This is an optimization exercise on Yosys and OpenROAD, whose aim is small area and a short achievable clock period, not a production implementation.
At most, simulation tests tie the RTL to the original design; equivalence was not proved.
For runs 1 to 3, only the layout was checked, not whether the RTL still works.
No activity file was given, so power comes from the tool's default toggle rates.

`flow/run.sh`:
```
#!/bin/bash
# standard layout, with plain buffers (not delay cells) on the ports
set -o pipefail
bash standard.sh "BUFFER_PORTS_ARGS=-buffer_cell sky130_fd_sc_hd__buf_2" finish > standard.log 2>&1
```
`standard.sh`:
```
#!/bin/bash
# synth_recipe.tcl (not shown) runs the flow's synth.tcl, then flattens the netlist and writes it again
# the make line also repeats each setting of config.mk as NAME=value (left out here)
make -C /OpenROAD-flow-scripts/flow DESIGN_CONFIG=/design/flow/config.mk WORK_HOME=/design/flow/orfs CLKGATE_MAP_FILE= SYNTH_SCRIPT=/design/flow/synth_recipe.tcl "${@:-finish}"
```
`config.mk`:
```
export PLATFORM = sky130hd
export DESIGN_NAME = rqfbi_top
export DESIGN_NICKNAME = rqfbi_top
export VERILOG_FILES = /design/flow/design.v
export SDC_FILE = /design/flow/constraint.sdc
export NUM_CORES = 4
export LEC_CHECK = 0
export CAP_MARGIN = 20
export CORE_MARGIN = 2
export CORE_UTILIZATION = 40
export SLEW_MARGIN = 65
```
`constraint.sdc`:
```
create_clock -name core_clock -period 4.0 [get_ports {clk}]
set_input_delay 0.8000 -clock core_clock [delete_from_list [all_inputs] [get_ports {clk}]]
set_output_delay 0.8000 -clock core_clock [all_outputs]
set_load 0.01 [all_outputs]
```
`design.v`:
```
`default_nettype none
package rqfbi_pkg;
	localparam int RQFBI_DEPTH     = 16;
	localparam int RQFBI_ITEM_BITS = 32;
	localparam int KIND_W          = 3;
	localparam int DATA_W          = 32;
	localparam int CAP_W           = 5;
	localparam logic [KIND_W-1:0] KIND_SEND_BACK  = 3'd0;
	localparam logic [KIND_W-1:0] KIND_SEND_FRONT = 3'd1;
	localparam logic [KIND_W-1:0] KIND_RECEIVE    = 3'd2;
	localparam logic [KIND_W-1:0] KIND_PEEK       = 3'd3;
	localparam logic [KIND_W-1:0] KIND_DROP_FRONT = 3'd4;
	localparam logic [KIND_W-1:0] KIND_FLUSH      = 3'd5;
	typedef struct packed {
		logic [KIND_W-1:0] kind;
		logic [DATA_W-1:0] item_data;
	} rqfbi_cmd_t;
	typedef struct packed {
		logic              accepted;
		logic [DATA_W-1:0] out_data;
		logic [CAP_W-1:0]  items_held;
		logic [CAP_W-1:0]  slots_free;
		logic              is_empty;
		logic              is_full;
	} rqfbi_res_t;
endpackage
`default_nettype wire
`default_nettype none
module ring_queue_front_back_insert #(
	parameter int DEPTH     = rqfbi_pkg::RQFBI_DEPTH,
	parameter int ITEM_BITS = rqfbi_pkg::RQFBI_ITEM_BITS
) (
	input  wire logic                          clk,
	input  wire logic                          arst_n,
	input  wire logic                          start,
	output logic                               busy,
	input  wire rqfbi_pkg::rqfbi_cmd_t         cmd,
	input  wire logic                          cfg_valid,
	output logic                               cfg_ready,
	input  wire logic [rqfbi_pkg::CAP_W-1:0]   cfg_data,
	output logic                               done,
	output rqfbi_pkg::rqfbi_res_t              result
);
	localparam int IDX_W = 4;
	localparam int CW    = rqfbi_pkg::CAP_W;
	logic [ITEM_BITS-1:0] mem [16];
	logic [ITEM_BITS-1:0] rd_data_q;
	logic [CW-1:0]    held_q;
	logic [CW-1:0]    free_q;
	logic             empty_q;
	logic             full_q;
	logic [IDX_W-1:0] head_q;
	logic [IDX_W-1:0] tail_q;
	logic             valid_s1;
	logic             acc_s1;
	logic             fire;
	logic             cfg_fire;
	logic [CW-1:0]    cap_sat;
	logic             is_sb, is_sf, is_rd, is_pop, is_flush;
	logic             do_push, do_pop, rd_ok;
	logic             acc_d;
	logic [15:0]      head_dec;
	logic [15:0]      tail_dec;
	logic [15:0]      we;
	logic [ITEM_BITS-1:0] front;
	assign busy      = cfg_valid;
	assign cfg_ready = ~valid_s1;
	assign fire      = start & ~cfg_valid;
	assign cfg_fire  = cfg_valid & ~valid_s1;
	always_comb begin
		if (cfg_data == '0) begin
			cap_sat = CW'(1);
		end else if (cfg_data > CW'(16)) begin
			cap_sat = CW'(16);
		end else begin
			cap_sat = cfg_data;
		end
	end
	assign is_sb    = cmd.kind == rqfbi_pkg::KIND_SEND_BACK;
	assign is_sf    = cmd.kind == rqfbi_pkg::KIND_SEND_FRONT;
	assign is_rd    = (cmd.kind == rqfbi_pkg::KIND_RECEIVE) | (cmd.kind == rqfbi_pkg::KIND_PEEK);
	assign is_pop   = (cmd.kind == rqfbi_pkg::KIND_RECEIVE) | (cmd.kind == rqfbi_pkg::KIND_DROP_FRONT);
	assign is_flush = cmd.kind == rqfbi_pkg::KIND_FLUSH;
	assign do_push = (is_sb | is_sf) & ~full_q;
	assign do_pop  = is_pop & ~empty_q;
	assign rd_ok   = is_rd & ~empty_q;
	assign acc_d   = do_push | rd_ok | do_pop | is_flush;
	always_comb begin
		for (int i = 0; i < 16; i++) begin
			head_dec[i] = head_q == IDX_W'(i);
			tail_dec[i] = tail_q == IDX_W'(i);
		end
	end
	always_comb begin
		for (int i = 0; i < 16; i++) begin
			we[i] = fire & ~full_q & ((is_sb & tail_dec[i]) | (is_sf & head_dec[(i + 1) % 16]));
		end
	end
	always_ff @(posedge clk) begin
		for (int i = 0; i < 16; i++) begin
			if (we[i]) begin
				mem[i] <= ITEM_BITS'(cmd.item_data);
			end
		end
	end
	always_comb begin
		front = '0;
		for (int i = 0; i < 16; i++) begin
			front = front | ({ITEM_BITS{rd_ok & head_dec[i]}} & mem[i]);
		end
	end
	always_ff @(posedge clk) begin
		rd_data_q <= front;
		acc_s1    <= acc_d;
	end
	always_ff @(posedge clk or negedge arst_n) begin
		if (!arst_n) begin
			held_q   <= '0;
			free_q   <= CW'(16);
			empty_q  <= 1'b1;
			full_q   <= 1'b0;
			head_q   <= '0;
			tail_q   <= '0;
			valid_s1 <= 1'b0;
		end else begin
			valid_s1 <= fire;
			if (cfg_fire) begin
				held_q  <= '0;
				free_q  <= cap_sat;
				empty_q <= 1'b1;
				full_q  <= 1'b0;
				head_q  <= '0;
				tail_q  <= '0;
			end else if (fire) begin
				if (is_flush) begin
					held_q  <= '0;
					free_q  <= held_q + free_q;
					empty_q <= 1'b1;
					full_q  <= 1'b0;
					head_q  <= '0;
					tail_q  <= '0;
				end else if (do_push) begin
					held_q  <= held_q + CW'(1);
					free_q  <= free_q - CW'(1);
					empty_q <= 1'b0;
					full_q  <= free_q == CW'(1);
					if (is_sf) begin
						head_q <= head_q - IDX_W'(1);
					end else begin
						tail_q <= tail_q + IDX_W'(1);
					end
				end else if (do_pop) begin
					held_q  <= held_q - CW'(1);
					free_q  <= free_q + CW'(1);
					empty_q <= held_q == CW'(1);
					full_q  <= 1'b0;
					head_q  <= head_q + IDX_W'(1);
				end
			end
		end
	end
	assign done = valid_s1;
	always_comb begin
		result            = '0;
		result.accepted   = acc_s1;
		result.out_data   = rqfbi_pkg::DATA_W'(rd_data_q);
		result.items_held = held_q;
		result.slots_free = free_q;
		result.is_empty   = empty_q;
		result.is_full    = full_q;
	end
endmodule
`default_nettype wire
`default_nettype none
module rqfbi_top (
	input  wire logic        clk,
	input  wire logic        arst_n,
	input  wire logic        start,
	output logic             busy,
	input  wire logic [2:0]  cmd_kind,
	input  wire logic [31:0] cmd_data,
	input  wire logic        cfg_valid,
	output logic             cfg_ready,
	input  wire logic [4:0]  cfg_data,
	output logic             done,
	output logic             res_accepted,
	output logic [31:0]      res_out_data,
	output logic [4:0]       res_items_held,
	output logic [4:0]       res_slots_free,
	output logic             res_is_empty,
	output logic             res_is_full
);
	rqfbi_pkg::rqfbi_cmd_t cmd;
	rqfbi_pkg::rqfbi_res_t result;
	assign cmd.kind      = cmd_kind;
	assign cmd.item_data = cmd_data;
	ring_queue_front_back_insert u_q (
		.clk       (clk),
		.arst_n    (arst_n),
		.start     (start),
		.busy      (busy),
		.cmd       (cmd),
		.cfg_valid (cfg_valid),
		.cfg_ready (cfg_ready),
		.cfg_data  (cfg_data),
		.done      (done),
		.result    (result)
	);
	assign res_accepted   = result.accepted;
	assign res_out_data   = result.out_data;
	assign res_items_held = result.items_held;
	assign res_slots_free = result.slots_free;
	assign res_is_empty   = result.is_empty;
	assign res_is_full    = result.is_full;
endmodule
`default_nettype wire
```
==> reports/qor.txt, run 1 <==
Result of the run: timing/DRC/antenna clean
Inserted Diodes: 0
Prevailing post-synth register cell: sky130_fd_sc_hd__edfxtp_1
Max-slew violations: 0
Synthesized-area fraction occupied by xor and xnor cells: 0.499%
CP Max Fanout: 13
Count of buffers added by post-CTS timing repair for setup: 0
Ratio of final minimum period to clock period: 68.2%
# rows: 84
Layout cell share with drive strength beyond 1: 20.2%
Share of cell area taken by muxes after synthesis: 0.196%
Number of levels in the clock H-tree: 2
Compound-cell area share of the yosys netlist: 11.5%
Peak supply drop: 0.332 mV
Number of antenna violations at the first check in global routing: 2
Min Clock Period, post-route: 2.73 ns
Transition time of the tightest slew-check pin: 0.506 ns
Most common cell after layout, fill and taps aside: sky130_fd_sc_hd__edfxtp_1
# hold bufs at CTS: 0
Class of the tightest hold or removal check: primary input to async pin
Cell Area, Placed: 0.0231 mm²
Ports: 92
Total negative slack for setup checks: 0 ns
Relative max-transition margin: 66.2%
Number of nets in the finished design: 1,470
Endpoint class of the critical path: flip-flop
Number of flops mapped to enable cells by yosys: 512
Weighted congestion at the end of routability-driven global placement: 0.800
Hold slack final: 0.0777 ns
Number of violations of the max-capacitance limit: 0
Switching pwr: 0.00276 W
Quantity of I/O buffers inserted on ports: 91
Placeable core region: 0.0523 mm²
Number of inserted filler cells in the final layout: 4,484
Final wirelength: 55.0 mm
Total clock buffers created by CTS: 54
Pre-CTS setup slack: 0.857 ns
Root buffer selected by CTS: sky130_fd_sc_hd__clkbuf_16
Worst setup margin: 1.27 ns
Synthesized instance count: 1,250
Fin. Hold Viols: 0
Pwr/cell area: 497 mW/mm²
Number of iterations in the first detailed-routing pass: 5
Share of total power consumed by net switching: 22.4%
Leftover overflow at the end of global routing: 0
Detailed-route vias per instance: 5.77
Area Growth Syn to Fin: 17.5%
CTS tree: done
DRC violation count after routing: 0
Post-route ant nets: 0
Setup clock skew after layout: 0.0150 ns
Proportion of power drawn by the clock network: 39.1%
Kind of start point of the critical path: flip-flop
Design area: 0.0247 mm²
Total vias in the final route: 12,341
Average cell area after synthesis: 16.9 µm²
Final total power: 0.0123 W
Syn_nets: 1,313
Number of gates resized after CTS: 0
Clock insertion delay at the later pin of the skew report: 0.60 ns
Pleak: 8.47 nW
Starting DRC count in detailed routing: 1,406
YS warnings: 2
Commonest cells after routing, fill and taps aside: sky130_fd_sc_hd__edfxtp_1 (512), sky130_fd_sc_hd__a22oi_1 (256), sky130_fd_sc_hd__nand2_1 (96)
Combinational fraction of design power: 6.4%
Post-synthesis instance area: 0.0211 mm²
Number of global-route vias before repair: 12,074
Critical path type: flip-flop to flip-flop
Global-route wire length before repair: 80.4 mm
Critical path data required time: 4.46 ns
Max Clk Rate: 366 MHz
Routed length per placed instance: 25.7 µm
Register share of total power: 54.4%
Final HPWL from detailed placement: 33.4 mm
Number of register bits inferred by synthesis: 566
CTS Buffer Depth: 3
Simple-gate portion of the synthesized area: 6.17%
Die W: 233 µm
Pin count of the biggest net entering global routing: 33
Die outline area: 0.0545 mm²
Share of flip-flops with an asynchronous set or reset after synthesis: 3.71%
Internal power of the cells: 0.00954 W
Clock sinks: 566
Reg clk slew, reported paths: 0.06 ns
Final-report setup violation count: 0
Sequential share of the synthesized area: 78.6%
Unrepaired setup endpoints after global routing: false
Data arrival time of the worst path: 3.19 ns
Starting density of the core: 40.2%
Vert. Die Dim: 233 µm
Library cells used by synthesis: 67
Combinational family with the most area after synthesis: compound AO/OA/AOI/OAI gates
Synth Area in Adders: 1.16%
Overall fraction of global-route tracks in use: 20.2%
[state kept, by name (all words and copies together), names as in the netlist, 4 cells and up]
signal / cells
u_q.rd_data_q: 32
u_q.tail_q: 4
u_q.head_q: 4
u_q.free_q: 5
u_q.mem: 512
u_q.held_q: 5
[worst max-delay path: stages (launching register included)]
cell                       delay (ns)
sky130_fd_sc_hd__dfrtp_1         0.44
sky130_fd_sc_hd__inv_1           0.12
sky130_fd_sc_hd__ha_1            0.21
sky130_fd_sc_hd__nand2b_1        0.35
sky130_fd_sc_hd__nor2b_4         0.14
sky130_fd_sc_hd__buf_6           0.18
sky130_fd_sc_hd__buf_4           0.21
sky130_fd_sc_hd__a22oi_1         0.26
sky130_fd_sc_hd__nand2_1         0.10
sky130_fd_sc_hd__or4_1           0.55
[routing by layer]
metal | up-vias | track usage, % | share of wire, %
li1 | 5384 | - | -
met1 | 6323 | 28.0 | 42
met2 | 553 | 33.0 | 48
met3 | 77 | 3.38 | 7.3
met4 | 4 | 5.93 | 2.0
met5 | - | 0 | 0.049
[power by group through the flow]
stage          Sequential, W  Combinational, W  Clock [W]
3_5_place_dp         0.00681          0.000791          0
6_report             0.00669          0.000791    0.00481
3_3_place_gp         0.00682          0.000761          0
2_1_floorplan        0.00681          0.000418          0
5_1_grt              0.00671          0.000877    0.00512
4_1_cts              0.00669          0.000792    0.00488
[kinds of logic after synthesis]
kind of cell,after synthesis
xor+xnor,12
simple gates,252
compound gates,321
buf+inv,76
mux,4
fa+ha+maj,19
flops,566
[cell usage after synthesis (6+ instances only)]
cell type / count / area share, %
sky130_fd_sc_hd__a21oi_1: 10 / 0.24
sky130_fd_sc_hd__or4_1: 20 / 0.71
sky130_fd_sc_hd__buf_6: 9 / 0.48
sky130_fd_sc_hd__dfxtp_1: 33 / 3.1
sky130_fd_sc_hd__dfrtp_1: 19 / 2.3
sky130_fd_sc_hd__nor3_1: 8 / 0.19
sky130_fd_sc_hd__nand2_1: 96 / 1.7
sky130_fd_sc_hd__or3_1: 8 / 0.24
sky130_fd_sc_hd__xor2_1: 6 / 0.25
sky130_fd_sc_hd__nand4_1: 18 / 0.53
sky130_fd_sc_hd__ha_1: 18 / 1.1
sky130_fd_sc_hd__a221oi_1: 6 / 0.25
sky130_fd_sc_hd__a22oi_1: 256 / 9.1
sky130_fd_sc_hd__xnor2_1: 6 / 0.25
sky130_fd_sc_hd__edfxtp_1: 512 / 73
sky130_fd_sc_hd__a22o_1: 6 / 0.25
sky130_fd_sc_hd__and4_1: 6 / 0.25
sky130_fd_sc_hd__buf_2: 17 / 0.40
sky130_fd_sc_hd__nand2b_1: 9 / 0.27
sky130_fd_sc_hd__clkbuf_1: 35 / 0.62
sky130_fd_sc_hd__nor2_1: 46 / 0.82
sky130_fd_sc_hd__inv_1: 12 / 0.21
sky130_fd_sc_hd__nor2b_1: 9 / 0.27
sky130_fd_sc_hd__o21ai_0: 9 / 0.21
[final timing paths]
check                                          startpoint                         to  slack [ns]  cells after the start
max in group asynchronous                          arst_n    u_q.empty_q$_DFFE_PN1P_        3.64                      1
worst min register to register   u_q.mem[8][28]$_DFFE_PP_  u_q.rd_data_q[28]$_DFF_P_        0.49                      2
worst max register to register  u_q.head_q[0]$_DFFE_PN0P_   u_q.rd_data_q[4]$_DFF_P_        1.27                      9
worst min-delay path                               arst_n  u_q.tail_q[2]$_DFFE_PN0P_        0.08                      1
min in group core_clock          u_q.mem[8][28]$_DFFE_PP_  u_q.rd_data_q[28]$_DFF_P_        0.49                      2
worst max-delay path            u_q.head_q[0]$_DFFE_PN0P_   u_q.rd_data_q[4]$_DFF_P_        1.27                      9
[metrics by stage]
stage | std cells | util, %
6_report | 2139 | 47.3
5_1_grt | 2139 | 47.3
4_1_cts | 2138 | 47.2
3_5_place_dp | 2038 | 44.1
3_3_place_gp | 2007 | 43.4
2_1_floorplan | 1250 | -
[layout make-up]
| type | count | area [µm²] | area share, % |
|---|---|---|---|
| clock inverter | 21 | 145 | 0.587 |
| tap | 688 | 861 | 3.48 |
| inverter | 12 | 45.0 | 0.182 |
| sequential | 566 | 16600 | 67.0 |
| timing repair buffer | 165 | 1240 | 5.01 |
| multi-input combinational | 608 | 4380 | 17.7 |
| clock buffer | 79 | 1510 | 6.08 |
==> run 2, diff against run 1 <==
--- a/config.mk
+++ b/config.mk
@@ -8,4 +8,5 @@
 export CAP_MARGIN = 20
 export CORE_MARGIN = 2
 export CORE_UTILIZATION = 40
+export CTS_BUF_LIST = sky130_fd_sc_hd__clkbuf_4
 export SLEW_MARGIN = 65
==> run 2 against run 1 <==
  * Sequential share of layout area decreased by 0.88 points
  * Synthesized area unchanged
  * First-iteration DRC count grew 8.1%
  * Routed wire length up 1.3%
  * Clock skew is 0.023 ns higher
  * Hold slack improved by 0.11 ns
  * Worst setup slack better by 0.0059 ns
  * Still clean on timing, DRC and antenna
  * Synthesized cell count stayed put
  * Global-route usage rose by 0.59 points
==> reports/qor.txt, run 2 <==
Fin. Hold Viols: 0
Ports: 92
Root buffer selected by CTS: sky130_fd_sc_hd__clkbuf_4
Top Registers: u_q.mem x512, u_q.rd_data_q x32
Number of register bits inferred by synthesis: 566
Pin count of the biggest net entering global routing: 33
Capture point of the critical path: u_q.rd_data_q[4]$_DFF_P_
Max-slew violations: 0
Most numerous cell in the Yosys netlist: sky130_fd_sc_hd__edfxtp_1
Hold slack final: 0.185 ns
Number of antenna violations at the first check in global routing: 4
Starting DRC count in detailed routing: 1,520
Max Clk Rate: 367 MHz
Origin of the critical flop-to-flop path: u_q.head_q[0]$_DFFE_PN0P_
Layer carrying the most global-route usage: met2
Quantity of I/O buffers inserted on ports: 91
Die outline area: 0.0545 mm²
Pwr/cell area: 504 mW/mm²
Reg2reg end: u_q.rd_data_q[4]$_DFF_P_
GRT met1 Usage: 28.0%
Peak supply drop: 0.252 mV
Number of levels in the clock H-tree: 4
Layout cell share with drive strength beyond 1: 28.8%
Total negative slack for setup checks: 0 ns
Clock sinks: 566
Placeable core region: 0.0523 mm²
Area Growth Syn to Fin: 19.0%
Met3 Usage GRT: 5.60%
Syn_nets: 1,313
Register-to-Register Setup Slack: 1.28 ns
Total vias in the final route: 12,753
Library cells used by synthesis: 67
Number of inserted filler cells in the final layout: 4,543
Largest cells by area after synthesis: sky130_fd_sc_hd__edfxtp_1 (73%), sky130_fd_sc_hd__a22oi_1 (9.1%), sky130_fd_sc_hd__dfxtp_1 (3.1%), sky130_fd_sc_hd__dfrtp_1 (2.3%), sky130_fd_sc_hd__nand2_1 (1.7%)
Final HPWL from detailed placement: 33.4 mm
Number of global-route vias before repair: 12,862
Sequential share of the synthesized area: 78.6%
Synthesized instance count: 1,250
Pleak: 8.84 nW
Largest register by flop count: u_q.mem
Area share of the largest cell type after synthesis: 73.0%
Number of iterations in the first detailed-routing pass: 6
Overall fraction of global-route tracks in use: 20.8%
Average cell area after synthesis: 16.9 µm²
CTS Buffer Depth: 3
Number of flops mapped to enable cells by yosys: 512
Vert. Die Dim: 233 µm
Number of violations of the max-capacitance limit: 0
DRC violation count after routing: 0
Final-report setup violation count: 0
Transition time of the tightest slew-check pin: 0.492 ns
Setup clock skew after layout: 0.0382 ns
Detailed-route vias per instance: 5.54
Die W: 233 µm
Starting density of the core: 40.2%
Final wirelength: 55.7 mm
Number of flip-flops in the largest register: 512
Most area-hungry cell type in the Yosys netlist: sky130_fd_sc_hd__edfxtp_1
Prevailing post-synth register cell: sky130_fd_sc_hd__edfxtp_1
Relative max-transition margin: 67.1%
Number of gates resized after CTS: 0
Ratio of final minimum period to clock period: 68.1%
YS warnings: 2
Total clock buffers created by CTS: 147
Commonest cells after routing, fill and taps aside: sky130_fd_sc_hd__edfxtp_1 (512), sky130_fd_sc_hd__a22oi_1 (256), sky130_fd_sc_hd__clkbuf_4 (233)
Reg clk slew, reported paths: 0.07 ns
Class of the tightest hold or removal check: primary input to flip-flop
Most common cell after layout, fill and taps aside: sky130_fd_sc_hd__edfxtp_1
Endpoint class of the critical path: flip-flop
Post-synthesis instance area: 0.0211 mm²
Critical Path Start: u_q.head_q[0]$_DFFE_PN0P_
Unrepaired setup endpoints after global routing: false
# rows: 84
Share of flip-flops with an asynchronous set or reset after synthesis: 3.71%
Routed length per placed instance: 24.2 µm
Data arrival time of the worst path: 3.49 ns
Met2 track utilization from global routing: 33.1%
Reg2Reg Depth: 9
Post-route ant nets: 0
Critical path data required time: 4.77 ns
CTS tree: done
Result of the run: timing/DRC/antenna clean
Leftover overflow at the end of global routing: 0
CP Max Fanout: 13
Number of nets in the finished design: 1,564
Critical path type: flip-flop to flip-flop
Weighted congestion at the end of routability-driven global placement: 0.800
Min Clock Period, post-route: 2.72 ns
Most used standard cells in the synthesized netlist: sky130_fd_sc_hd__edfxtp_1 (512), sky130_fd_sc_hd__a22oi_1 (256), sky130_fd_sc_hd__nand2_1 (96)
Global-route wire length before repair: 82.0 mm
Clock insertion delay at the later pin of the skew report: 0.92 ns
Kind of start point of the critical path: flip-flop
[run 2: cell count changes in the layout (fill, tap and decap cells not counted), sizes merged]
cell	before	now
clkbuf	79	233
bufinv	1	4
clkinvlp	0	2
diode	0	2
clkinv	17	16
dlygate4sd3	0	1
inv	15	16
[run 2: how the worst min path moves through the flow]
stage | end | from | slack, ns | cells after the start
5_1_grt | u_q.free_q[0]$_DFFE_PN0P_ | cfg_data[0] | 0.11 | 3
2_1_floorplan | u_q.rd_data_q[19]$_DFF_P_ | u_q.mem[12][19]$_DFFE_PP_ | 0.44 | 2
4_1_cts | u_q.free_q[0]$_DFFE_PN0P_ | cfg_data[0] | 0.06 | 3
3_3_place_gp | u_q.rd_data_q[23]$_DFF_P_ | u_q.mem[14][23]$_DFFE_PP_ | 0.47 | 2
3_5_place_dp | u_q.rd_data_q[23]$_DFF_P_ | u_q.mem[14][23]$_DFFE_PP_ | 0.48 | 2
6_report | u_q.free_q[0]$_DFFE_PN0P_ | cfg_data[0] | 0.19 | 3
[run 2: critical path, cell delays in order (launching register included)]
cell and delay (ns):
sky130_fd_sc_hd__dfrtp_1 0.44, sky130_fd_sc_hd__inv_1 0.11, sky130_fd_sc_hd__ha_1 0.21, sky130_fd_sc_hd__nand2b_1 0.35, sky130_fd_sc_hd__nor2b_4 0.14, sky130_fd_sc_hd__buf_6 0.18
sky130_fd_sc_hd__buf_4 0.20, sky130_fd_sc_hd__a22oi_1 0.27, sky130_fd_sc_hd__nand2_1 0.10, sky130_fd_sc_hd__or4_1 0.55
[run 2: area by class of cell]
class	instances	area, µm²	area share [%]
diodes	2	5.00	0.0200
clock buffers	233	1750	6.98
clock inverters	26	214	0.854
inverters	12	45.0	0.180
multi-input cells	608	4380	17.5
flip-flops and latches	566	16600	66.1
well taps	688	861	3.43
repair buffers	166	1250	4.99
[run 2: cell families (layout without fill, tap and decap cells)]
family,count (synthesis),count (layout),share of synthesized area (%)
AOI/OAI and AO/OA,321,321,11.5
DFF,566,566,78.6
xor gates and xnor gates,12,12,0.499
adders and majority gates,19,19,1.16
muxes,4,4,0.196
other,0,2,0
and+or+nand+nor,252,252,6.17
buffers and inverters,76,437,1.83
[run 2: routing by layer]
layer | share of wire (%) | vias up | wire length (µm)
met5 | 0.045 | - | 25
met4 | 1.7 | 4 | 941
met3 | 8.6 | 73 | 4820
met2 | 48 | 627 | 27000
met1 | 41 | 6390 | 22900
li1 | - | 5659 | -
[run 2: repair_timing]
item	in CTS	in global routing
hold buffers	1	0
hold endpoints to repair	21	0
endpoints found under the setup margin	0	0
setup buffers	0	0
[run 2: per-stage QoR]
| stage | instances | setup slack [ns] | total power, W | util [%] | area [µm²] |
|---|---|---|---|---|---|
| 2_1_floorplan | 1250 | 0.461 | 0.00723 | - | 21100 |
| 3_3_place_gp | 2007 | 0.754 | 0.00758 | 43.4 | 22700 |
| 3_5_place_dp | 2038 | 0.857 | 0.00761 | 44.1 | 23100 |
| 4_1_cts | 2298 | 1.25 | 0.0128 | 47.8 | 25000 |
| 5_1_grt | 2301 | 1.14 | 0.0132 | 47.9 | 25100 |
| 6_report | 2301 | 1.28 | 0.0126 | 47.9 | 25100 |
[run 2: report_power, final]
part           switching [W]  leakage [nW]  internal, W
Clock                0.00227          1.18      0.00289
Sequential          0.000139          5.14      0.00655
Combinational       0.000481          2.52     0.000310
Total                0.00289          8.84      0.00975
==> run 3, diff against run 2 <==
--- a/config.mk
+++ b/config.mk
@@ -8,5 +8,5 @@
 export CAP_MARGIN = 20
 export CORE_MARGIN = 2
 export CORE_UTILIZATION = 40
-export CTS_BUF_LIST = sky130_fd_sc_hd__clkbuf_4
+export CTS_BUF_LIST = sky130_fd_sc_hd__clkbuf_8
 export SLEW_MARGIN = 65
==> run 3 against run 2 <==
  * Clock skew rose by 0.0064 ns
  * Worst setup slack got worse by 0.032 ns
  * Final cell count fell by 4.0%
  * Power fell by 3.1%
  * Hold slack improved by 0.26 ns
  * Synthesized area did not move
  * Combinational power barely moved
  * Sequential cell count did not move
  * Final area fell by 0.77%
  * Via count fell by 1.8%
  * Global-route usage fell by 0.38 points
  * Critical endpoint unchanged
  * Largest cell class unchanged
==> reports/qor.txt, run 3 <==
Capture point of the critical path: u_q.rd_data_q[4]$_DFF_P_
Inserted Diodes: 0
Hold slack final: 0.445 ns
Number of nets in the finished design: 1,508
Ports: 92
Transition time of the tightest slew-check pin: 0.503 ns
Max Clk Rate: 363 MHz
Placeable core region: 0.0523 mm²
Most common cell after layout, fill and taps aside: sky130_fd_sc_hd__edfxtp_1
Commonest cells after routing, fill and taps aside: sky130_fd_sc_hd__edfxtp_1 (512), sky130_fd_sc_hd__a22oi_1 (256), sky130_fd_sc_hd__clkbuf_8 (107)
Min Clock Period, post-route: 2.76 ns
Overall fraction of global-route tracks in use: 20.4%
Total clock buffers created by CTS: 91
Largest cells by area after synthesis: sky130_fd_sc_hd__edfxtp_1 (73%), sky130_fd_sc_hd__a22oi_1 (9.1%), sky130_fd_sc_hd__dfxtp_1 (3.1%), sky130_fd_sc_hd__dfrtp_1 (2.3%), sky130_fd_sc_hd__nand2_1 (1.7%)
Routed length on met1: 23.5 mm
Area Growth Syn to Fin: 18.1%
Max-slew violations: 0
Number of register bits inferred by synthesis: 566
Register-to-Register Setup Slack: 1.24 ns
Endpoint class of the critical path: flip-flop
Total vias in the final route: 12,525
Number of violations of the max-capacitance limit: 0
Number of gates resized after CTS: 0
YS warnings: 2
Final wirelength: 55.5 mm
# rows: 84
Total negative slack for setup checks: 0 ns
Pwr/cell area: 492 mW/mm²
Post-route ant nets: 0
Largest register by flop count: u_q.mem
Prevailing post-synth register cell: sky130_fd_sc_hd__edfxtp_1
Die W: 233 µm
Critical Path Start: u_q.head_q[0]$_DFFE_PN0P_
Library cells used by synthesis: 67
Count of placed standard cells including taps: 2,038
Met2 WL: 27.0 mm
Unrepaired setup endpoints after global routing: false
Number of levels in the clock H-tree: 3
Pleak: 8.70 nW
DRC violation count after routing: 0
Critical path data required time: 4.52 ns
Top Registers: u_q.mem x512, u_q.rd_data_q x32
Starting DRC count in detailed routing: 1,366
Detailed-route vias per instance: 5.67
Routed length per placed instance: 25.1 µm
Final HPWL from detailed placement: 33.4 mm
Number of antenna violations at the first check in global routing: 2
Setup clock skew after layout: 0.0446 ns
Final total power: 0.0122 W
Vert. Die Dim: 233 µm
CP Max Fanout: 13
CTS Buffer Depth: 3
Data arrival time of the worst path: 3.27 ns
Ratio of final minimum period to clock period: 68.9%
Reg2reg end: u_q.rd_data_q[4]$_DFF_P_
Class of the tightest hold or removal check: primary input to flip-flop
Number of inserted filler cells in the final layout: 4,494
Pin count of the biggest net entering global routing: 33
Clock insertion delay at the later pin of the skew report: 0.68 ns
Area share of the largest cell type after synthesis: 73.0%
Weighted congestion at the end of routability-driven global placement: 0.800
Number of iterations in the first detailed-routing pass: 5
Critical path type: flip-flop to flip-flop
Die outline area: 0.0545 mm²
Count of buffers added by post-CTS timing repair for setup: 0
Reg clk slew, reported paths: 0.07 ns
Clock sinks: 566
Syn_nets: 1,313
Origin of the critical flop-to-flop path: u_q.head_q[0]$_DFFE_PN0P_
Number of flops mapped to enable cells by yosys: 512
Relative max-transition margin: 66.4%
Share of flip-flops with an asynchronous set or reset after synthesis: 3.71%
Fin. Hold Viols: 0
Number of flip-flops in the largest register: 512
Final-report setup violation count: 0
Most used standard cells in the synthesized netlist: sky130_fd_sc_hd__edfxtp_1 (512), sky130_fd_sc_hd__a22oi_1 (256), sky130_fd_sc_hd__nand2_1 (96)
Peak supply drop: 0.221 mV
Global-route wire length before repair: 81.3 mm
Final std cells w/o fill: 2,209
Reg2Reg Depth: 9
CTS tree: done
Leftover overflow at the end of global routing: 0
Met3 WL: 3.87 mm
Result of the run: timing/DRC/antenna clean
Most area-hungry cell type in the Yosys netlist: sky130_fd_sc_hd__edfxtp_1
Quantity of I/O buffers inserted on ports: 91
Layout cell share with drive strength beyond 1: 22.4%
Sequential share of the synthesized area: 78.6%
Number of global-route vias before repair: 12,446
Highest routed metal layer: met5
Most numerous cell in the Yosys netlist: sky130_fd_sc_hd__edfxtp_1
Synthesized instance count: 1,250
Kind of start point of the critical path: flip-flop
Root buffer selected by CTS: sky130_fd_sc_hd__clkbuf_8
Post-synthesis instance area: 0.0211 mm²
Average cell area after synthesis: 16.9 µm²
Starting density of the core: 40.2%
[run 3: layout make-up]
class	count	area [µm²]	share of cell area (%)
clock buffers	107	1470	5.92
clock inverters	62	303	1.22
inverters	12	45.0	0.181
multi-input cells	608	4380	17.6
flip-flops and latches	566	16600	66.6
well taps	688	861	3.46
repair buffers	166	1250	5.03
[run 3: cell families (layout without fill, tap and decap cells)]
| family | after synthesis | in the layout | synth area share (%) |
|---|---|---|---|
| AO/OA/AOI/OAI | 321 | 321 | 11.5 |
| XOR/XNOR | 12 | 12 | 0.499 |
| adder cells (fa/ha/maj) | 19 | 19 | 1.16 |
| buffers and inverters | 76 | 347 | 1.83 |
| flip-flops | 566 | 566 | 78.6 |
| multiplexers | 4 | 4 | 0.196 |
| AND/OR/NAND/NOR | 252 | 252 | 6.17 |
[run 3: where the power goes]
group          switching, W  total, W  internal [W]
clock               0.00225   0.00476       0.00251
combinational      0.000483  0.000792      0.000310
sequential         0.000139   0.00670       0.00656
total               0.00287    0.0122       0.00937
[run 3: how the worst min path moves through the flow]
stage                              startpoint                        end  slack [ns]  cells past startpoint
finish                            cfg_data[0]  u_q.free_q[0]$_DFFE_PN0P_        0.44                      3
floorplan           u_q.mem[12][19]$_DFFE_PP_  u_q.rd_data_q[19]$_DFF_P_        0.44                      2
global placement    u_q.mem[14][23]$_DFFE_PP_  u_q.rd_data_q[23]$_DFF_P_        0.47                      2
global route                      cfg_data[0]  u_q.free_q[0]$_DFFE_PN0P_        0.46                      3
CTS                               cfg_data[0]  u_q.free_q[0]$_DFFE_PN0P_        0.40                      3
detailed placement  u_q.mem[14][23]$_DFFE_PP_  u_q.rd_data_q[23]$_DFF_P_        0.48                      2
[run 3: critical path, cell delays in order, from the launching register on]
cell and delay [ns]:
sky130_fd_sc_hd__dfrtp_1 0.45, sky130_fd_sc_hd__inv_1 0.11, sky130_fd_sc_hd__ha_1 0.21, sky130_fd_sc_hd__nand2b_1 0.35, sky130_fd_sc_hd__nor2b_4 0.14, sky130_fd_sc_hd__buf_6 0.18, sky130_fd_sc_hd__buf_4 0.20, sky130_fd_sc_hd__a22oi_1 0.27
sky130_fd_sc_hd__nand2_1 0.10, sky130_fd_sc_hd__or4_1 0.55
[run 3: per-stage QoR]
stage	setup slack, ns	utilization (%)	cell area, µm²
after floorplan	0.461	-	21100
after global placement	0.754	43.4	22700
after detailed placement	0.857	44.1	23100
after CTS	1.25	47.5	24900
after global routing	1.13	47.5	24900
final	1.24	47.5	24900
[run 3: metal layers]
metal / vias to the layer above / GRT usage [%]
li1: 5471 / -
met1: 6404 / 28.1
met2: 558 / 33.3
met3: 88 / 3.52
met4: 4 / 6.45
met5: - / 0
[run 3: timing repair]
| action | CTS | global route |
|---|---|---|
| hold buffers | 1 | 0 |
| hold endpoints to repair | 19 | 0 |
| endpoints found under the setup margin | 0 | 0 |
==> run 4, diff against run 3 <==
--- a/design.v
+++ b/design.v
@@ -47,20 +47,29 @@
 	logic [ITEM_BITS-1:0] rd_data_q;
 	logic [CW-1:0]    held_q;
 	logic [CW-1:0]    free_q;
-	logic             empty_q;
+	logic [CW-1:0]    cap_q;
+	logic             nempty_q;
 	logic             full_q;
-	logic [IDX_W-1:0] head_q;
-	logic [IDX_W-1:0] tail_q;
+	logic [15:0]      head_q;
+	logic [15:0]      tail_q;
 	logic             valid_s1;
 	logic             acc_s1;
+	logic [CW-1:0]    res_held_q;
+	logic [CW-1:0]    res_free_q;
+	logic             res_empty_q;
+	logic             res_full_q;
+	logic [CW-1:0]    held_d;
+	logic [CW-1:0]    free_d;
+	logic             nempty_d;
+	logic             full_d;
+	logic [15:0]      head_d;
+	logic [15:0]      tail_d;
 	logic             fire;
 	logic             cfg_fire;
 	logic [CW-1:0]    cap_sat;
 	logic             is_sb, is_sf, is_rd, is_pop, is_flush;
 	logic             do_push, do_pop, rd_ok;
 	logic             acc_d;
-	logic [15:0]      head_dec;
-	logic [15:0]      tail_dec;
 	logic [15:0]      we;
 	logic [ITEM_BITS-1:0] front;
 	assign busy      = cfg_valid;
@@ -82,18 +91,12 @@
 	assign is_pop   = (cmd.kind == rqfbi_pkg::KIND_RECEIVE) | (cmd.kind == rqfbi_pkg::KIND_DROP_FRONT);
 	assign is_flush = cmd.kind == rqfbi_pkg::KIND_FLUSH;
 	assign do_push = (is_sb | is_sf) & ~full_q;
-	assign do_pop  = is_pop & ~empty_q;
-	assign rd_ok   = is_rd & ~empty_q;
+	assign do_pop  = is_pop & nempty_q;
+	assign rd_ok   = is_rd & nempty_q;
 	assign acc_d   = do_push | rd_ok | do_pop | is_flush;
 	always_comb begin
 		for (int i = 0; i < 16; i++) begin
-			head_dec[i] = head_q == IDX_W'(i);
-			tail_dec[i] = tail_q == IDX_W'(i);
-		end
-	end
-	always_comb begin
-		for (int i = 0; i < 16; i++) begin
-			we[i] = fire & ~full_q & ((is_sb & tail_dec[i]) | (is_sf & head_dec[(i + 1) % 16]));
+			we[i] = fire & ~full_q & ((is_sb & tail_q[i]) | (is_sf & head_q[(i + 1) % 16]));
 		end
 	end
 	always_ff @(posedge clk) begin
@@ -106,68 +109,92 @@
 	always_comb begin
 		front = '0;
 		for (int i = 0; i < 16; i++) begin
-			front = front | ({ITEM_BITS{rd_ok & head_dec[i]}} & mem[i]);
+			front = front | ({ITEM_BITS{rd_ok & head_q[i]}} & mem[i]);
 		end
 	end
 	always_ff @(posedge clk) begin
 		rd_data_q <= front;
 		acc_s1    <= acc_d;
+	end
+	always_comb begin
+		held_d  = held_q;
+		free_d  = free_q;
+		nempty_d = nempty_q;
+		full_d  = full_q;
+		head_d  = head_q;
+		tail_d  = tail_q;
+		if (cfg_fire) begin
+			held_d  = '0;
+			free_d  = cap_sat;
+			nempty_d = 1'b0;
+			full_d  = 1'b0;
+			head_d  = 16'd1;
+			tail_d  = 16'd1;
+		end else if (fire) begin
+			if (is_flush) begin
+				held_d  = '0;
+				free_d  = cap_q;
+				nempty_d = 1'b0;
+				full_d  = 1'b0;
+				head_d  = 16'd1;
+				tail_d  = 16'd1;
+			end else if (do_push) begin
+				held_d  = held_q + CW'(1);
+				free_d  = free_q - CW'(1);
+				nempty_d = 1'b1;
+				full_d  = free_q == CW'(1);
+				if (is_sf) begin
+					head_d = {head_q[0], head_q[15:1]};
+				end else begin
+					tail_d = {tail_q[14:0], tail_q[15]};
+				end
+			end else if (do_pop) begin
+				held_d  = held_q - CW'(1);
+				free_d  = free_q + CW'(1);
+				nempty_d = held_q != CW'(1);
+				full_d  = 1'b0;
+				head_d  = {head_q[14:0], head_q[15]};
+			end
+		end
 	end
 	always_ff @(posedge clk or negedge arst_n) begin
 		if (!arst_n) begin
 			held_q   <= '0;
 			free_q   <= CW'(16);
-			empty_q  <= 1'b1;
+			nempty_q <= 1'b0;
+			cap_q    <= CW'(16);
 			full_q   <= 1'b0;
-			head_q   <= '0;
-			tail_q   <= '0;
+			head_q   <= 16'd1;
+			tail_q   <= 16'd1;
 			valid_s1 <= 1'b0;
 		end else begin
 			valid_s1 <= fire;
+			held_q   <= held_d;
+			free_q   <= free_d;
+			nempty_q <= nempty_d;
 			if (cfg_fire) begin
-				held_q  <= '0;
-				free_q  <= cap_sat;
-				empty_q <= 1'b1;
-				full_q  <= 1'b0;
-				head_q  <= '0;
-				tail_q  <= '0;
-			end else if (fire) begin
-				if (is_flush) begin
-					held_q  <= '0;
-					free_q  <= held_q + free_q;
-					empty_q <= 1'b1;
-					full_q  <= 1'b0;
-					head_q  <= '0;
-					tail_q  <= '0;
-				end else if (do_push) begin
-					held_q  <= held_q + CW'(1);
-					free_q  <= free_q - CW'(1);
-					empty_q <= 1'b0;
-					full_q  <= free_q == CW'(1);
-					if (is_sf) begin
-						head_q <= head_q - IDX_W'(1);
-					end else begin
-						tail_q <= tail_q + IDX_W'(1);
-					end
-				end else if (do_pop) begin
-					held_q  <= held_q - CW'(1);
-					free_q  <= free_q + CW'(1);
-					empty_q <= held_q == CW'(1);
-					full_q  <= 1'b0;
-					head_q  <= head_q + IDX_W'(1);
-				end
+				cap_q <= cap_sat;
 			end
-		end
+			full_q   <= full_d;
+			head_q   <= head_d;
+			tail_q   <= tail_d;
+		end
+	end
+	always_ff @(posedge clk) begin
+		res_held_q  <= held_d;
+		res_free_q  <= free_d;
+		res_empty_q <= ~nempty_d;
+		res_full_q  <= full_d;
 	end
 	assign done = valid_s1;
 	always_comb begin
 		result            = '0;
 		result.accepted   = acc_s1;
 		result.out_data   = rqfbi_pkg::DATA_W'(rd_data_q);
-		result.items_held = held_q;
-		result.slots_free = free_q;
-		result.is_empty   = empty_q;
-		result.is_full    = full_q;
+		result.items_held = res_held_q;
+		result.slots_free = res_free_q;
+		result.is_empty   = res_empty_q;
+		result.is_full    = res_full_q;
 	end
 endmodule
 `default_nettype wire
--- a/config.mk
+++ b/config.mk
@@ -8,5 +8,5 @@
 export CAP_MARGIN = 20
 export CORE_MARGIN = 2
 export CORE_UTILIZATION = 40
-export CTS_BUF_LIST = sky130_fd_sc_hd__clkbuf_8
-export SLEW_MARGIN = 65
+export SETUP_SLACK_MARGIN = 1.7
+export SLEW_MARGIN = 20
==> run 4 against run 3 <==
  * Via count fell by 2.4%
  * Synthesized cell count fell by 0.48%
  * Synthesized area rose by 4.9%
  * Sequential power rose by 3.7%
  * Non-clock buffer count fell by 49
  * Routed wire length fell by 2.1%
  * Sequential cell count rose by 41
  * Clock power rose by 24%
  * Fmax rose by 25%
  * First-iteration DRC count rose by 7.5%
  * Clock-buffer cell count fell by 35
==> reports/qor.txt, run 4 <==
Die W: 239 µm
Vert. Die Dim: 239 µm
Overall fraction of global-route tracks in use: 19.0%
Origin of the critical flop-to-flop path: u_q.nempty_q$_DFF_PN0_
Synthesized instance count: 1,244
# rows: 86
Pleak: 8.67 nW
CTS Buffer Depth: 3
Register-to-Register Setup Slack: 1.82 ns
Peak supply drop: 0.370 mV
Total vias in the final route: 12,221
YS warnings: 2
Post-synthesis instance area: 0.0221 mm²
Number of violations of the max-capacitance limit: 0
Post-route ant nets: 0
Final wirelength: 54.3 mm
Pwr/cell area: 516 mW/mm²
Most area-hungry cell type in the Yosys netlist: sky130_fd_sc_hd__edfxtp_1
Reg2Reg Depth: 5
CP Max Fanout: 32
Switching pwr: 0.00261 W
Root buffer selected by CTS: sky130_fd_sc_hd__clkbuf_16
Final total power: 0.0131 W
Global-route wire length before repair: 79.7 mm
Setup clock skew after layout: 0.0149 ns
Quantity of I/O buffers inserted on ports: 91
Weighted congestion at the end of routability-driven global placement: 0.764
Most common cell after layout, fill and taps aside: sky130_fd_sc_hd__edfxtp_1
Endpoint class of the critical path: flip-flop
Critical path type: primary input to flip-flop
Data arrival time of the worst path: 2.45 ns
CTS tree: done
Reg clk slew, reported paths: 0.06 ns
Clock sinks: 607
Pre-CTS setup slack: 0.993 ns
DRC violation count after routing: 0
Top Registers: u_q.mem x512, u_q.rd_data_q x32
Average cell area after synthesis: 17.8 µm²
Final-report setup violation count: 0
Number of levels in the clock H-tree: 2
Relative max-transition margin: 34.2%
Library cells used by synthesis: 57
Reg2reg end: u_q.rd_data_q[14]$_DFF_P_
Largest register by flop count: u_q.mem
Number of flops mapped to enable cells by yosys: 512
Commonest cells after routing, fill and taps aside: sky130_fd_sc_hd__edfxtp_1 (512), sky130_fd_sc_hd__a22oi_1 (113), sky130_fd_sc_hd__buf_2 (89)
Max-slew violations: 0
Starting DRC count in detailed routing: 1,469
Prevailing post-synth register cell: sky130_fd_sc_hd__edfxtp_1
Number of flip-flops in the largest register: 512
Max Clk Rate: 454 MHz
Area Growth Syn to Fin: 15.2%
Fin. Hold Viols: 0
Combinational fraction of design power: 2.2%
Kind of start point of the critical path: primary input
Share of flip-flops with an asynchronous set or reset after synthesis: 8.24%
Critical path data required time: 4.25 ns
Most numerous cell in the Yosys netlist: sky130_fd_sc_hd__edfxtp_1
Min Clock Period, post-route: 2.20 ns
Result of the run: timing/DRC/antenna clean
Worst setup margin: 1.80 ns
Pin count of the biggest net entering global routing: 51
Number of antenna violations at the first check in global routing: 2
Most used standard cells in the synthesized netlist: sky130_fd_sc_hd__edfxtp_1 (512), sky130_fd_sc_hd__a22oi_1 (113), sky130_fd_sc_hd__a22o_1 (67)
Internal power of the cells: 0.0105 W
Utilization after layout: 46.3%
Final HPWL from detailed placement: 27.7 mm
Number of register bits inferred by synthesis: 607
Count of buffers added by post-CTS timing repair for setup: 0
Ratio of final minimum period to clock period: 55.0%
Total negative slack for setup checks: 0 ns
Clock insertion delay at the later pin of the skew report: 0.62 ns
Sequential share of the synthesized area: 79.4%
Leftover overflow at the end of global routing: 0
Largest cells by area after synthesis: sky130_fd_sc_hd__edfxtp_1 (70%), sky130_fd_sc_hd__dfrtp_1 (5.2%), sky130_fd_sc_hd__dfxtp_1 (4.1%), sky130_fd_sc_hd__a22oi_1 (3.8%), sky130_fd_sc_hd__a22o_1 (2.7%)
Share of total power consumed by net switching: 19.9%
Routed length per placed instance: 26.1 µm
Proportion of power drawn by the clock network: 44.8%
Ports: 92
Unrepaired setup endpoints after global routing: false
Number of global-route vias before repair: 12,250
Transition time of the tightest slew-check pin: 0.983 ns
Detailed-route vias per instance: 5.86
Inserted Diodes: 0
Starting density of the core: 40.2%
Die outline area: 0.0571 mm²
Total clock buffers created by CTS: 58
Number of iterations in the first detailed-routing pass: 5
Area share of the largest cell type after synthesis: 69.6%
Placeable core region: 0.0549 mm²
Register share of total power: 52.9%
Number of nets in the finished design: 1,380
Number of inserted filler cells in the final layout: 4,666
Layout cell share with drive strength beyond 1: 18.9%
Syn_nets: 1,294
Class of the tightest hold or removal check: primary input to async pin
-- run 4: per-stage QoR --
step,std cells,hold slack [ns],area (µm²)
after detailed placement,1974,0.441,23300
after floorplan,1244,0.428,22200
after global routing,2084,0.252,25400
after global placement,1974,0.437,23300
after CTS,2084,0.209,25400
final,2084,0.208,25400
-- run 4: repair_timing --
item                                    in CTS  in global routing
hold buffers                                 0                  0
gates resized for setup                      8                 23
endpoints found under the setup margin      61                463
gates cloned                                 0                  0
-- run 4: cells by family after synthesis --
group | synth area share (%)
xor+xnor | 0.198
mux | 0.816
compound gates | 12.2
flops | 79.4
simple gates | 4.52
fa+ha+maj | 0.340
buf+inv | 2.55
-- run 4: layout make-up --
type                    instances  area (µm²)  area share, %
clock buffers                  72        1540           6.07
clock inverters                38         531           2.09
inverters                       8        30.0          0.118
multi-input cells             538        4180           16.4
flip-flops and latches        607       17500           68.9
well taps                     704         881           3.46
repair buffers                117         737           2.90
-- run 4: how the worst max path moves through the flow --
stage	endpoint	cells after the start	from
floorplan	u_q.mem[0][0]$_DFFE_PP_	6	cmd_kind[2]
global placement	u_q.rd_data_q[4]$_DFF_P_	6	cmd_kind[2]
detailed placement	u_q.head_q[3]$_DFFE_PN0P_	6	cmd_kind[0]
CTS	u_q.mem[7][17]$_DFFE_PP_	7	cfg_valid
global route	u_q.free_q[0]$_DFF_PN0_	5	u_q.nempty_q$_DFF_PN0_
finish	u_q.mem[4][8]$_DFFE_PP_	7	cfg_valid
-- run 4: power groups by stage --
stage	clock network, W	registers, W	logic [W]
after global routing	0.00623	0.00695	0.000324
after detailed placement	0	0.00708	0.000290
final	0.00589	0.00695	0.000293
after CTS	0.00597	0.00695	0.000292
after global placement	0	0.00708	0.000282
after floorplan	0	0.00708	0.000140
-- run 4: metal layers --
metal  global-route usage (%)  up-vias  part of all wire (%)
met4                     5.19        4                   2.3
li1                         -     5322                     -
met2                     30.6      427                    48
met5                        0        -                 0.041
met3                     3.21       82                   6.4
met1                     26.8     6386                    43
-- run 4: critical path, stage by stage --
cell and delay (ns):
sky130_fd_sc_hd__buf_2 0.11, sky130_fd_sc_hd__nand2b_1 0.13, sky130_fd_sc_hd__buf_4 0.20, sky130_fd_sc_hd__inv_2 0.21, sky130_fd_sc_hd__nand2_4 0.33, sky130_fd_sc_hd__nor2_4 0.18
sky130_fd_sc_hd__buf_6 0.44
==> run 5, diff against run 4 <==
--- a/config.mk
+++ b/config.mk
@@ -8,5 +8,5 @@
 export CAP_MARGIN = 20
 export CORE_MARGIN = 2
 export CORE_UTILIZATION = 40
-export SETUP_SLACK_MARGIN = 1.7
+export SETUP_SLACK_MARGIN = 1.9
 export SLEW_MARGIN = 20
==> run 5 against run 4 <==
  * Critical path depth is 2 lower
  * Synthesized cell count unchanged
  * Highest routed layer is now met4
  * Power is 0.23% lower
  * Still clean on timing, DRC and antenna
  * Sequential share of layout area shrank 1.4 points
  * Hold slack better by 0.0036 ns
  * Clock-buffer cell count grew 5
  * Sequential cell count unchanged
  * First-iteration DRC count up 19%
==> reports/qor.txt, run 5 <==
Total clock buffers created by CTS: 59
Number of violations of the max-capacitance limit: 0
Class of the tightest hold or removal check: primary input to async pin
Result of the run: timing/DRC/antenna clean
Number of flip-flops in the largest register: 512
Number of nets in the finished design: 1,415
Area share of the largest cell type after synthesis: 69.6%
Syn_nets: 1,294
Prevailing post-synth register cell: sky130_fd_sc_hd__edfxtp_1
Starting DRC count in detailed routing: 1,751
Starting density of the core: 40.2%
Weighted congestion at the end of routability-driven global placement: 0.797
Top Registers: u_q.mem x512, u_q.rd_data_q x32
Overall fraction of global-route tracks in use: 19.2%
Largest register by flop count: u_q.mem
Data arrival time of the worst path: 2.64 ns
Final-report setup violation count: 0
Library cells used by synthesis: 57
Quantity of I/O buffers inserted on ports: 91
Number of global-route vias before repair: 12,380
CP Max Fanout: 16
Relative max-transition margin: 45.0%
Critical path type: flip-flop to flip-flop
CTS tree: done
DRC violation count after routing: 0
Largest cells by area after synthesis: sky130_fd_sc_hd__edfxtp_1 (70%), sky130_fd_sc_hd__dfrtp_1 (5.2%), sky130_fd_sc_hd__dfxtp_1 (4.1%), sky130_fd_sc_hd__a22oi_1 (3.8%), sky130_fd_sc_hd__a22o_1 (2.7%)
Vert. Die Dim: 239 µm
Kind of start point of the critical path: flip-flop
Synthesized instance count: 1,244
Worst setup margin: 1.87 ns
Sequential share of the synthesized area: 79.4%
Pin count of the biggest net entering global routing: 33
Most numerous cell in the Yosys netlist: sky130_fd_sc_hd__edfxtp_1
YS warnings: 2
Post-route ant nets: 0
Layout cell share with drive strength beyond 1: 23.0%
Design area: 0.0260 mm²
Total negative slack for setup checks: 0 ns
Cell Area, Placed: 0.0234 mm²
# hold bufs at CTS: 0
# rows: 86
Placeable core region: 0.0549 mm²
Number of register bits inferred by synthesis: 607
Max-slew violations: 0
Unrepaired setup endpoints after global routing: true
Pleak: 8.91 nW
Most common cell after layout, fill and taps aside: sky130_fd_sc_hd__edfxtp_1
Transition time of the tightest slew-check pin: 0.824 ns
Commonest cells after routing, fill and taps aside: sky130_fd_sc_hd__edfxtp_1 (512), sky130_fd_sc_hd__a22oi_1 (106), sky130_fd_sc_hd__buf_2 (88)
Hold slack final: 0.212 ns
Clock sinks: 607
Final HPWL from detailed placement: 27.5 mm
Root buffer selected by CTS: sky130_fd_sc_hd__clkbuf_16
Final wirelength: 58.1 mm
Area Growth Syn to Fin: 17.6%
Number of flops mapped to enable cells by yosys: 512
Number of antenna violations at the first check in global routing: 0
Most area-hungry cell type in the Yosys netlist: sky130_fd_sc_hd__edfxtp_1
Die outline area: 0.0571 mm²
Critical path data required time: 4.51 ns
Post-synthesis instance area: 0.0221 mm²
Routed length per placed instance: 27.4 µm
Detailed-route vias per instance: 5.94
Ratio of final minimum period to clock period: 53.4%
Ports: 92
Die W: 239 µm
Pwr/cell area: 505 mW/mm²
Average cell area after synthesis: 17.8 µm²
Global-route wire length before repair: 80.8 mm
Total vias in the final route: 12,586
Reg clk slew, reported paths: 0.06 ns
Endpoint class of the critical path: flip-flop
Peak supply drop: 0.401 mV
CTS Buffer Depth: 3
Number of iterations in the first detailed-routing pass: 6
Share of flip-flops with an asynchronous set or reset after synthesis: 8.24%
Fin. Hold Viols: 0
Pre-CTS setup slack: 1.02 ns
Setup clock skew after layout: 0.0320 ns
Clock insertion delay at the later pin of the skew report: 0.63 ns
Number of levels in the clock H-tree: 2
Max Clk Rate: 468 MHz
Min Clock Period, post-route: 2.13 ns
Final total power: 0.0131 W
Leftover overflow at the end of global routing: 0
Most used standard cells in the synthesized netlist: sky130_fd_sc_hd__edfxtp_1 (512), sky130_fd_sc_hd__a22oi_1 (113), sky130_fd_sc_hd__a22o_1 (67)
==> run 5: cell counts after synthesis <==
Identical to the previous run, type by type.
==> run 5: cell families after synthesis <==
group                    Yosys count  synth area share, %
flip-flops                       607                 79.4
buffers and inverters             99                 2.55
AND/OR/NAND/NOR                  187                 4.52
XOR/XNOR                           5                0.198
AO/OA/AOI/OAI                    322                 12.2
multiplexers                      18                0.816
adder cells (fa/ha/maj)            6                0.340
==> run 5: report_power, final <==
group / internal, W / leakage [nW] / switching (W) / total, W
logic: 0.0000955 / 2.25 / 0.000217 / 0.000313
registers: 0.00691 / 5.64 / 0.0000408 / 0.00695
clock network: 0.00345 / 1.01 / 0.00239 / 0.00584
total: 0.0105 / 8.91 / 0.00265 / 0.0131
==> run 5: metal layers <==
layer / GRT usage [%] / routed length (µm) / vias up
li1: - / - / 5435
met1: 26.7 / 24700 / 6543
met2: 31.2 / 27800 / 533
met3: 3.74 / 4580 / 75
met4: 4.60 / 1020 / 0
met5: 0 / 0 / -
==> run 5: worst paths after layout <==
check | slack [ns] | endpoint | start | cells past startpoint
worst max register to register | 1.87 | u_q.rd_data_q[5]$_DFF_P_ | u_q.nempty_q$_DFF_PN0_ | 5
max in group asynchronous | 2.97 | u_q.head_q[0]$_DFFE_PN1P_ | arst_n | 2
worst max-delay path | 1.87 | u_q.rd_data_q[5]$_DFF_P_ | u_q.nempty_q$_DFF_PN0_ | 5
worst min register to register | 0.45 | u_q.rd_data_q[6]$_DFF_P_ | u_q.mem[0][6]$_DFFE_PP_ | 2
worst min-delay path | 0.21 | u_q.tail_q[14]$_DFFE_PN0P_ | arst_n | 1
min in group core_clock | 0.42 | u_q.cap_q[4]$_DFFE_PN1P_ | cfg_data[4] | 3
==> run 5: worst max-delay path: stages (launching register included) <==
cell                       delay (ns)
sky130_fd_sc_hd__dfrtp_4         0.54
sky130_fd_sc_hd__buf_12          0.17
sky130_fd_sc_hd__and4b_2         0.46
sky130_fd_sc_hd__a222oi_1        0.42
sky130_fd_sc_hd__nand4_1         0.15
sky130_fd_sc_hd__a211o_1         0.26
==> run 5: through the flow <==
step | utilization (%) | cells
after detailed placement | 42.7 | 1979
after global placement | 42.7 | 1979
after CTS | 46.7 | 2098
after global routing | 47.3 | 2119
final | 47.3 | 2120
after floorplan | - | 1244
==> run 5: area by class of cell <==
type	count	area (µm²)
Fill cell	4584	28900
Sequential cell	607	17500
Multi-Input combinational cell	546	4420
Clock buffer	77	1620
Timing Repair Buffer	143	1030
Tap cell	704	881
Clock inverter	34	448
Inverter	8	30.0
Antenna cell	1	2.50
==> run 5: timing repair <==
item	CTS	global route
resized for setup	25	25
buffers inserted	8	13
endpoints found under the setup margin	180	207
hold endpoints to repair	0	0
gates cloned	0	8
pin swaps	3	7
==> run 6, diff against run 5 <==
--- a/config.mk
+++ b/config.mk
@@ -8,5 +8,7 @@
 export CAP_MARGIN = 20
 export CORE_MARGIN = 2
 export CORE_UTILIZATION = 40
+export CTS_CLUSTER_DIAMETER = 100
+export CTS_CLUSTER_SIZE = 30
 export SETUP_SLACK_MARGIN = 1.9
 export SLEW_MARGIN = 20
==> run 6 against run 5 <==
  * Final cell count down 3.3%
  * Final area shrank 5.4%
  * Fmax grew 1.4%
  * Still clean
  * Synthesized area unchanged
  * Hold slack better by 0.021 ns
  * Routed wire length fell by 2.7%
  * Clock-buffer cell count shrank 36
  * Power fell by 21%
  * First-iteration DRC count up 2.1%
  * Largest cell class unchanged
==> reports/qor.txt, run 6 <==
CTS tree: done
Data arrival time of the worst path: 2.58 ns
Setup clock skew after layout: 0.0290 ns
Number of register bits inferred by synthesis: 607
Cell-by-cell listing of the critical path: buf_12, and4b_4, a222oi_1, nand4_1, a211o_1
CP Max Fanout: 32
Class of the tightest hold or removal check: primary input to async pin
Number of flops mapped to enable cells by yosys: 512
Pleak: 8.22 nW
Number of antenna violations at the first check in global routing: 0
Final-report setup violation count: 0
Average cell area after synthesis: 17.8 µm²
Endpoint class of the critical path: flip-flop
Area share of the largest cell type after synthesis: 69.6%
CTS Buffer Depth: 3
Vert. Die Dim: 239 µm
Critical Path Start: u_q.nempty_q$_DFF_PN0_
Critical path depth in cells: 5
Global-route wire length before repair: 79.0 mm
Critical path data required time: 4.47 ns
Most used standard cells in the synthesized netlist: sky130_fd_sc_hd__edfxtp_1 (512), sky130_fd_sc_hd__a22oi_1 (113), sky130_fd_sc_hd__a22o_1 (67)
Result of the run: timing/DRC/antenna clean
Peak supply drop: 0.307 mV
Sequential share of the synthesized area: 79.4%
Top Registers: u_q.mem x512, u_q.rd_data_q x32
Final total power: 0.0103 W
Number of nets in the finished design: 1,377
Unrepaired setup endpoints after global routing: true
Overall fraction of global-route tracks in use: 18.6%
Compound-cell area share of the yosys netlist: 12.2%
Combinational fraction of design power: 3.0%
Die outline area: 0.0571 mm²
Number of iterations in the first detailed-routing pass: 5
Syn_nets: 1,294
Ports: 92
Max Clk Rate: 475 MHz
Capture point of the critical path: u_q.rd_data_q[26]$_DFF_P_
CP max-delay cell: sky130_fd_sc_hd__dfrtp_4
CP top delay family: compound AO/OA/AOI/OAI gates
Final HPWL from detailed placement: 27.5 mm
Number of levels in the clock H-tree: 1
Internal power of the cells: 0.00820 W
Placeable core region: 0.0549 mm²
Fin. Hold Viols: 0
Proportion of power drawn by the clock network: 29.7%
Most numerous cell in the Yosys netlist: sky130_fd_sc_hd__edfxtp_1
Share of flip-flops with an asynchronous set or reset after synthesis: 8.24%
Register-to-Register Setup Slack: 1.90 ns
Number of global-route vias before repair: 12,023
Synthesized-area fraction occupied by xor and xnor cells: 0.198%
Die W: 239 µm
Commonest cells after routing, fill and taps aside: sky130_fd_sc_hd__edfxtp_1 (512), sky130_fd_sc_hd__a22oi_1 (105), sky130_fd_sc_hd__buf_2 (88)
Starting density of the core: 40.2%
Buffering stage count on the worst path with inverters included: 1
# hold bufs at CTS: 0
Layout cell share with drive strength beyond 1: 19.0%
Critical path type: flip-flop to flip-flop
Total negative slack for setup checks: 0 ns
Switching pwr: 0.00211 W
Area Growth Syn to Fin: 11.2%
Total vias in the final route: 12,257
Combinational family with the most area after synthesis: compound AO/OA/AOI/OAI gates
Worst setup margin: 1.90 ns
Prevailing post-synth register cell: sky130_fd_sc_hd__edfxtp_1
Root buffer selected by CTS: sky130_fd_sc_hd__clkbuf_16
Max-slew violations: 0
Pin count of the biggest net entering global routing: 33
DRC violation count after routing: 0
Routed length per placed instance: 27.6 µm
Largest register by flop count: u_q.mem
Utilization after layout: 44.8%
Share of total power consumed by net switching: 20.5%
Most area-hungry cell type in the Yosys netlist: sky130_fd_sc_hd__edfxtp_1
Post-route ant nets: 0
Starting DRC count in detailed routing: 1,788
Min Clock Period, post-route: 2.10 ns
Leftover overflow at the end of global routing: 0
Total clock buffers created by CTS: 24
Most common cell after layout, fill and taps aside: sky130_fd_sc_hd__edfxtp_1
Reg2Reg Depth: 5
Share of cell area taken by muxes after synthesis: 0.816%
Number of violations of the max-capacitance limit: 0
Synthesized instance count: 1,244
Clock sinks: 607
Register share of total power: 67.3%
Reg clk slew, reported paths: 0.12 ns
Number of flip-flops in the largest register: 512
Pwr/cell area: 420 mW/mm²
Reg2reg end: u_q.rd_data_q[26]$_DFF_P_
Ratio of final minimum period to clock period: 52.6%
Weighted congestion at the end of routability-driven global placement: 0.797
Synth Area in Adders: 0.340%
Library cells used by synthesis: 57
# rows: 86
Delay of the slowest critical-path stage: 0.51 ns
Largest cells by area after synthesis: sky130_fd_sc_hd__edfxtp_1 (70%), sky130_fd_sc_hd__dfrtp_1 (5.2%), sky130_fd_sc_hd__dfxtp_1 (4.1%), sky130_fd_sc_hd__a22oi_1 (3.8%), sky130_fd_sc_hd__a22o_1 (2.7%)
Post-synthesis instance area: 0.0221 mm²
Origin of the critical flop-to-flop path: u_q.nempty_q$_DFF_PN0_
Kind of start point of the critical path: flip-flop
Detailed-route vias per instance: 5.98
Pre-CTS setup slack: 1.02 ns
Transition time of the tightest slew-check pin: 0.808 ns
Hold slack final: 0.232 ns
Relative max-transition margin: 46.0%
Simple-gate portion of the synthesized area: 4.52%
Clock insertion delay at the later pin of the skew report: 0.60 ns
Final wirelength: 56.5 mm
YS warnings: 2
Quantity of I/O buffers inserted on ports: 91
[run 6: what timing repair did]
item                       4_1_cts  5_1_grt
buffers inserted                 8       10
setup endpoints to repair      258      265
resized for setup               23       24
gates cloned                     0        8
pin swaps                        3        3
[run 6: routing by layer]
metal	up-vias	GRT usage, %	wire [µm]
li1	5313	-	-
met1	6447	26.8	24500
met2	442	30.6	27300
met3	55	2.29	3780
met4	0	3.79	945
met5	-	0	0
[run 6: power groups by stage]
stage / logic [W] / clock network [W] / registers (W)
detailed placement: 0.000290 / 0 / 0.00708
global route: 0.000345 / 0.00331 / 0.00695
global placement: 0.000282 / 0 / 0.00708
CTS: 0.000294 / 0.00313 / 0.00694
finish: 0.000311 / 0.00306 / 0.00694
floorplan: 0.000142 / 0 / 0.00708
[run 6: cells by family after synthesis]
logic type                 after synthesis
and+or+nand+nor                        187
xor gates and xnor gates                 5
buffers and inverters                   99
muxes                                   18
DFF                                    607
AOI/OAI and AO/OA                      322
adders and majority gates                6
[run 6: layout make-up]
class	count	area [µm²]
multi-input cells	546	4420
clock inverters	2	28.8
flip-flops and latches	607	17500
diodes	1	2.50
well taps	704	881
repair buffers	140	987
inverters	8	30.0
clock buffers	41	686
fillers	4701	30300
[run 6: worst register-to-register path: stages (launching register included)]
cell and delay [ns]:
sky130_fd_sc_hd__dfrtp_4 0.51, sky130_fd_sc_hd__buf_12 0.16, sky130_fd_sc_hd__and4b_4 0.40, sky130_fd_sc_hd__a222oi_1 0.48
sky130_fd_sc_hd__nand4_1 0.17, sky130_fd_sc_hd__a211o_1 0.27
[run 6: how the worst min path moves through the flow]
stage,end,startpoint,cells past startpoint
floorplan,u_q.rd_data_q[27]$_DFF_P_,u_q.mem[0][27]$_DFFE_PP_,2
global placement,u_q.rd_data_q[29]$_DFF_P_,u_q.mem[8][29]$_DFFE_PP_,1
detailed placement,u_q.rd_data_q[1]$_DFF_P_,u_q.mem[7][1]$_DFFE_PP_,1
CTS,u_q.tail_q[13]$_DFFE_PN0P_,arst_n,1
global route,u_q.tail_q[14]$_DFFE_PN0P_,arst_n,1
finish,u_q.tail_q[13]$_DFFE_PN0P_,arst_n,1
[run 6: metrics by stage]
step | std cells | instance area, µm²
2_1_floorplan | 1244 | 22400
3_3_place_gp | 1979 | 23400
3_5_place_dp | 1979 | 23400
4_1_cts | 2030 | 24300
5_1_grt | 2048 | 24600
6_report | 2049 | 24600

## separate check: timing with driven ports
The flow's constraints put no driver on any port. The routed layouts listed below were extracted and timed again, unchanged, in two steps. Step 1, drivers: a clkbuf_16 drives clk and a buf_2 each remaining input, both assumed. Step 2 times the ports against the registers' clock, not the clock port: input delays grow and output delays shrink by t, the midpoint of the rising clock arrivals with the driver on. Three values: no drivers, after step 1, after step 2; two values: the first two.
run | shift t [ns] | setup WS [ns] | worst data-port slew with drivers (ns) | cell pins on the clock port's net
run 1 | 0.655 | 1.270 / 1.270 / 0.855 | 0.07 | 1
run 2 | 0.953 | 1.276 / 1.276 / 0.851 | 0.07 | 1
run 3 | 0.711 | 1.244 / 1.244 / 0.830 | 0.07 | 1
run 4 | 0.675 | 1.799 / 1.824 / 1.167 | 0.06 | 1
run 5 | 0.672 | 1.865 / 1.865 / 1.249 | 0.07 | 1
run 6 | 0.643 | 1.895 / 1.895 / 1.297 | 0.07 | 1
After both steps every run listed still meets setup and hold. The setup slack of run 4, which loses most, moves by +0.025 ns with the drivers and by -0.632 ns with both steps.
